From an optimization exercise on the open Yosys and OpenROAD flow, aimed at small area; shortcuts taken in it are not production practice. Only simulation tests tie the RTL to the original design; equivalence was not proved. Power and IR drop assume default switching activity.

raven:
Design axis_lane_packer, start of the top module:
module axis_lane_packer #(
  parameter int LANE_W      = 8,
  parameter int LANES       = 4,
  parameter int DEPTH_LANES = 32,
  parameter int SEG_W       = 12
) (
  input  logic                    clk,
  input  logic                    arst,
  input  logic [LANES*LANE_W-1:0] s_data,
  input  logic [LANES-1:0]        s_keep,
  input  logic                    s_valid,
  input  logic                    s_last,
  output logic                    s_ready,
  output logic [LANES*LANE_W-1:0] m_data,
  output logic [LANES-1:0]        m_keep,
  output logic                    m_valid,
  output logic                    m_last,
  output logic                    m_seg,
  input  logic                    m_ready,
  input  logic [SEG_W-1:0]        seg_len,
  output logic                    keep_err
);
Size: roughly 1200 cells after synthesis, about 360 flip-flops, ~94 I/O pins.
clock: 12.0 ns
lec_check: 0
cap_margin: 20
core_margin: 2
core_utilization: 35
place_density: 0.55
slew_margin: 20
synth_hierarchical: 1
standard.sh (not shown) runs the stock make flow with config.mk's settings and CLKGATE_MAP_FILE= SYNTH_SCRIPT=/design/flow/synth_recipe.tcl, a recipe that flattens the netlist after the stock synthesis.
==> flow/flow/run.sh <==
#!/bin/bash
set -euo pipefail
CTS="-sink_clustering_enable -repair_clock_nets -sink_clustering_size 10 -sink_clustering_max_diameter 35 -dont_use_dummy_load -buf_list sky130_fd_sc_hd__clkbuf_4"
bash standard.sh "BUFFER_PORTS_ARGS=-buffer_cell sky130_fd_sc_hd__buf_1" "CTS_ARGS=$CTS" finish > run_make.log 2>&1
The final layout from raven, which completed every stage, passed the timing, design-rule and antenna checks at the end of the flow.
The inputs of indigo differ from those of raven as listed below.
==> flow/flow/run.sh <==
#!/bin/bash
set -euo pipefail
here=$(pwd)
CTS="-sink_clustering_enable -repair_clock_nets -sink_clustering_size 8 -sink_clustering_max_diameter 40 -dont_use_dummy_load -buf_list sky130_fd_sc_hd__clkbuf_4"
bash standard.sh "BUFFER_PORTS_ARGS=-buffer_cell sky130_fd_sc_hd__buf_1" "CTS_ARGS=$CTS" \
  "PRE_RESIZE_TCL=$here/flow/pre_resize.tcl" finish > run_make.log 2>&1
==> flow/flow/pre_resize.tcl (new file) <==
# Before repair_design: synthesis maps for speed and leaves many gates at a
# higher drive strength than the design's 12 ns clock needs. Swap each cell
# for the smallest-area cell of the same family (same function and pins,
# another drive strength); repair_design then fixes any slew or load limit
# this breaks, and the later timing repairs still run.
set n 0
set saved 0.0
foreach inst [get_cells *] {
  set cell [get_property $inst ref_name]
  if {![regexp {^(sky130_fd_sc_hd__[a-z0-9]+)_([0-9]+)$} $cell -> base drive]} { continue }
  if {[string match *clkbuf* $base] || [string match *dly* $base]} { continue }
  set best $cell
  set best_area [get_property [get_lib_cells $cell] area]
  foreach lc [get_lib_cells -quiet ${base}_*] {
    set name [get_property $lc name]
    if {![regexp "^${base}_\[0-9\]+\$" $name]} { continue }
    if {[get_property $lc dont_use]} { continue }
    set a [get_property $lc area]
    if {$a < $best_area} { set best $name; set best_area $a }
  }
  if {$best ne $cell} {
    set saved [expr {$saved + [get_property [get_lib_cells $cell] area] - $best_area}]
    replace_cell $inst $best
    incr n
  }
}
puts "pre_resize: downsized $n instances, [format %.1f $saved] um2"
==> comparison <==
Status: indigo FAILED at placement repair (tool error). Diff raven..indigo | fraction of synthesis flops using an asynchronous set or reset pin | unchanged. indigo vs. raven: synthesized netlist net count saw little to no change, count of different cell masters after synthesis comparable, synthesized cell count held, routability congestion estimate roughly the same, area of the mapped netlist flat. Reported for indigo and raven, total of buffers placed on input and output ports turned out identical to the last digit. Per the comparison of indigo with raven, multiplexer share of the synthesized area level, sequential fraction of the synthesis area level.
[inputs] yarrow vs indigo
# indigo
export LEC_CHECK = 0
export CAP_MARGIN = 20
export CORE_MARGIN = 2
export CORE_UTILIZATION = 35
export PLACE_DENSITY = 0.55
export SLEW_MARGIN = 20
export SYNTH_HIERARCHICAL = 1
create_clock -name core_clock -period 12.0 [get_ports {clk}]
# yarrow
export LEC_CHECK = 0
export CAP_MARGIN = 20
export CORE_MARGIN = 2
export CORE_UTILIZATION = 35
export PLACE_DENSITY = 0.65
export SLEW_MARGIN = 20
export SYNTH_HIERARCHICAL = 1
create_clock -name core_clock -period 12.0 [get_ports {clk}]
==> flow/flow/run.sh <==
#!/bin/bash
set -euo pipefail
CTS="-sink_clustering_enable -repair_clock_nets -sink_clustering_size 5 -sink_clustering_max_diameter 25 -dont_use_dummy_load -buf_list sky130_fd_sc_hd__clkbuf_2"
bash standard.sh "BUFFER_PORTS_ARGS=-buffer_cell sky130_fd_sc_hd__buf_1" "CTS_ARGS=$CTS" finish > run_make.log 2>&1
removed: flow/flow/pre_resize.tcl
## What came out
yarrow ran to completion and came out clean on the timing, design-rule and antenna checks.
Re parity-gate share of the synthesized area counting xor and xnor cells: no difference whatsoever between indigo and yarrow.
As far as floorplan row count goes, yarrow and indigo are indistinguishable; the numbers are identical.
Taking indigo as the reference, in yarrow part of the Yosys area used for sequential elements held; fraction of synthesized area in multiplexers comparable.
As far as number of enable flip-flop cells after synthesis goes, indigo and yarrow are indistinguishable; the numbers are identical.
indigo -> yarrow: number of nets in the synthesized netlist delta 0, exact match
indigo -> yarrow: arithmetic-cell share of the synthesized area counting full adders, half adders and majority gates delta 0, exact match
Compared with indigo, in yarrow proportion of synthesized flip-flops having asynchronous set or reset comparable; netlist area before placement level; final weighted congestion of routability-driven global placement moved down; synthesized-area fraction occupied by and/or/nand/nor cells closely matched the old numbers.

* * *

build 40:
Another version of the RTL of axis_lane_packer (not shown whole).
For scale: ~360 flip-flops.
export LEC_CHECK = 0
export CAP_MARGIN = 20
export CORE_MARGIN = 2
export CORE_UTILIZATION = 35
export PLACE_DENSITY = 0.55
export SLEW_MARGIN = 20
export SYNTH_HIERARCHICAL = 1
create_clock -name core_clock -period 12.0 [get_ports {clk}]
==> flow/flow/run.sh <==
#!/bin/bash
set -euo pipefail
CTS="-sink_clustering_enable -repair_clock_nets -sink_clustering_size 30 -sink_clustering_max_diameter 60 -dont_use_dummy_load -buf_list sky130_fd_sc_hd__clkbuf_16"
bash standard.sh "BUFFER_PORTS_ARGS=-buffer_cell sky130_fd_sc_hd__buf_1" "CTS_ARGS=$CTS" finish > run_make.log 2>&1
Relative to build 40, the following input files were edited for build 11:
==> flow/flow/run.sh <==
#!/bin/bash
set -euo pipefail
CTS="-sink_clustering_enable -repair_clock_nets -sink_clustering_size 8 -sink_clustering_max_diameter 40 -dont_use_dummy_load -buf_list sky130_fd_sc_hd__clkbuf_4"
bash standard.sh "BUFFER_PORTS_ARGS=-buffer_cell sky130_fd_sc_hd__buf_1" "CTS_ARGS=$CTS" RECOVER_POWER=100 finish > run_make.log 2>&1
### Flow results
The flow for build 11 finished, though final verification flagged capacitance limit, slew limit.
Re switching power: build 40 was higher than build 11.
Looking at proportion of power drawn by combinational gates, build 11 sits 1.4 points above build 40.
Layout buffering overhead excluding clock cells delta (build 11 -> build 40): insignificant
Build 40 ended up with s_ready as its destination of the critical timing path; build 11 ended up with r_rd[5].
Re global-route usage: build 11 is 0.32 points up on build 40.
For build 38, these inputs were changed with respect to build 11:
# build 11
export LEC_CHECK = 0
export CAP_MARGIN = 20
export CORE_MARGIN = 2
export CORE_UTILIZATION = 35
export PLACE_DENSITY = 0.55
export SLEW_MARGIN = 20
export SYNTH_HIERARCHICAL = 1
create_clock -name core_clock -period 12.0 [get_ports {clk}]
# build 38
export LEC_CHECK = 0
export CAP_MARGIN = 5
export CORE_MARGIN = 2
export CORE_UTILIZATION = 35
export PLACE_DENSITY = 0.55
export SLEW_MARGIN = 5
export SYNTH_HIERARCHICAL = 1
create_clock -name core_clock -period 12.0 [get_ports {clk}]
==> flow/flow/run.sh <==
#!/bin/bash
set -euo pipefail
CTS="-sink_clustering_enable -repair_clock_nets -sink_clustering_size 8 -sink_clustering_max_diameter 40 -dont_use_dummy_load -buf_list sky130_fd_sc_hd__clkbuf_4"
bash standard.sh "BUFFER_PORTS_ARGS=-buffer_cell sky130_fd_sc_hd__buf_1" "CTS_ARGS=$CTS" finish > run_make.log 2>&1
[summary]
- Final setup slack of the worst path, build 38 and build 11: lower on build 11
- Higher final period demand of the worst path among build 38 and build 11: build 11
- The flow did not stop early for build 38: all stages ran, and the layout cleared the timing, design-rule and antenna checks.
- Critical path depth sits lower in build 38 than in build 11.
- Re sequential share of layout area: build 38 is 0.35 points down on build 11.
- Routed wire length across build 38 and build 11: no real change.
- Fmax: build 38 higher than build 11
- Delta (build 38 minus build 11): clock network fraction of design power flat; pin slew with the least headroom to its limit -0.95 ns; design area rose by 0.59%; number of pins with negative max-slew slack in the final report went down 165; sum of internal, switching and leakage power +about 0.7%.
What build 65 does differently from build 38 at the input level:
# build 38
export LEC_CHECK = 0
export CAP_MARGIN = 5
export CORE_MARGIN = 2
export CORE_UTILIZATION = 35
export PLACE_DENSITY = 0.55
export SLEW_MARGIN = 5
export SYNTH_HIERARCHICAL = 1
create_clock -name core_clock -period 12.0 [get_ports {clk}]
# build 65
export LEC_CHECK = 0
export CAP_MARGIN = 20
export CORE_MARGIN = 2
export CORE_UTILIZATION = 35
export PLACE_DENSITY = 0.55
export SLEW_MARGIN = 20
export SYNTH_HIERARCHICAL = 1
create_clock -name core_clock -period 12.0 [get_ports {clk}]
### Flow results
Between build 38 and build 65, the sequential share of layout area figures differ only marginally.
On fraction of cell area in non-clock buffers, build 38 tracks build 65 almost exactly.
For clock network area share, build 38 and build 65 come out practically identical.
For post-route total power, build 38 and build 65 come out practically identical.

-- separate check: timing with driven ports --
How much do the figures lean on ideal ports? The routed layouts below were timed once more, with nothing changed but the port constraints. Step 1 sets driving cells, clkbuf_16 on the clock port and buf_2 on the other inputs (assumed; they add their load-dependent delay and slew). Step 2 adds t to the input delays and takes it off the output delays; t is the mean of the earliest and latest rising clock arrival at the registers after step 1. Input paths then give back, and output paths get back, about the clock's delay inside the block. a / b / c = no drivers / after step 1 / after step 2; a / b = the first two.
run | t (ns) | slack for setup (ns) | worst setup path after step 2 | worst register clock-pin slew, ns | cell pins on the clock port's net
raven | 0.803 | 5.357 / 5.357 / 5.011 | input to register | 0.10 / 0.10 | 1
yarrow | 1.050 | 5.309 / 5.309 / 5.003 | input to register | 0.10 / 0.10 | 1
build 40 | 0.627 | 5.942 / 5.883 / 5.591 | input to register | 0.10 / 0.10 | 1
build 11 | 0.818 | 5.387 / 5.387 / 5.387 | register to register | 0.10 / 0.10 | 1
build 38 | 0.822 | 5.672 / 5.623 / 5.642 | input to register | 0.10 / 0.10 | 1
build 65 | 0.821 | 5.659 / 5.607 / 5.639 | input to register | 0.10 / 0.10 | 1
For build 40, which loses most, drivers alone change the setup slack by -0.059 ns; drivers and shift together by -0.351 ns.
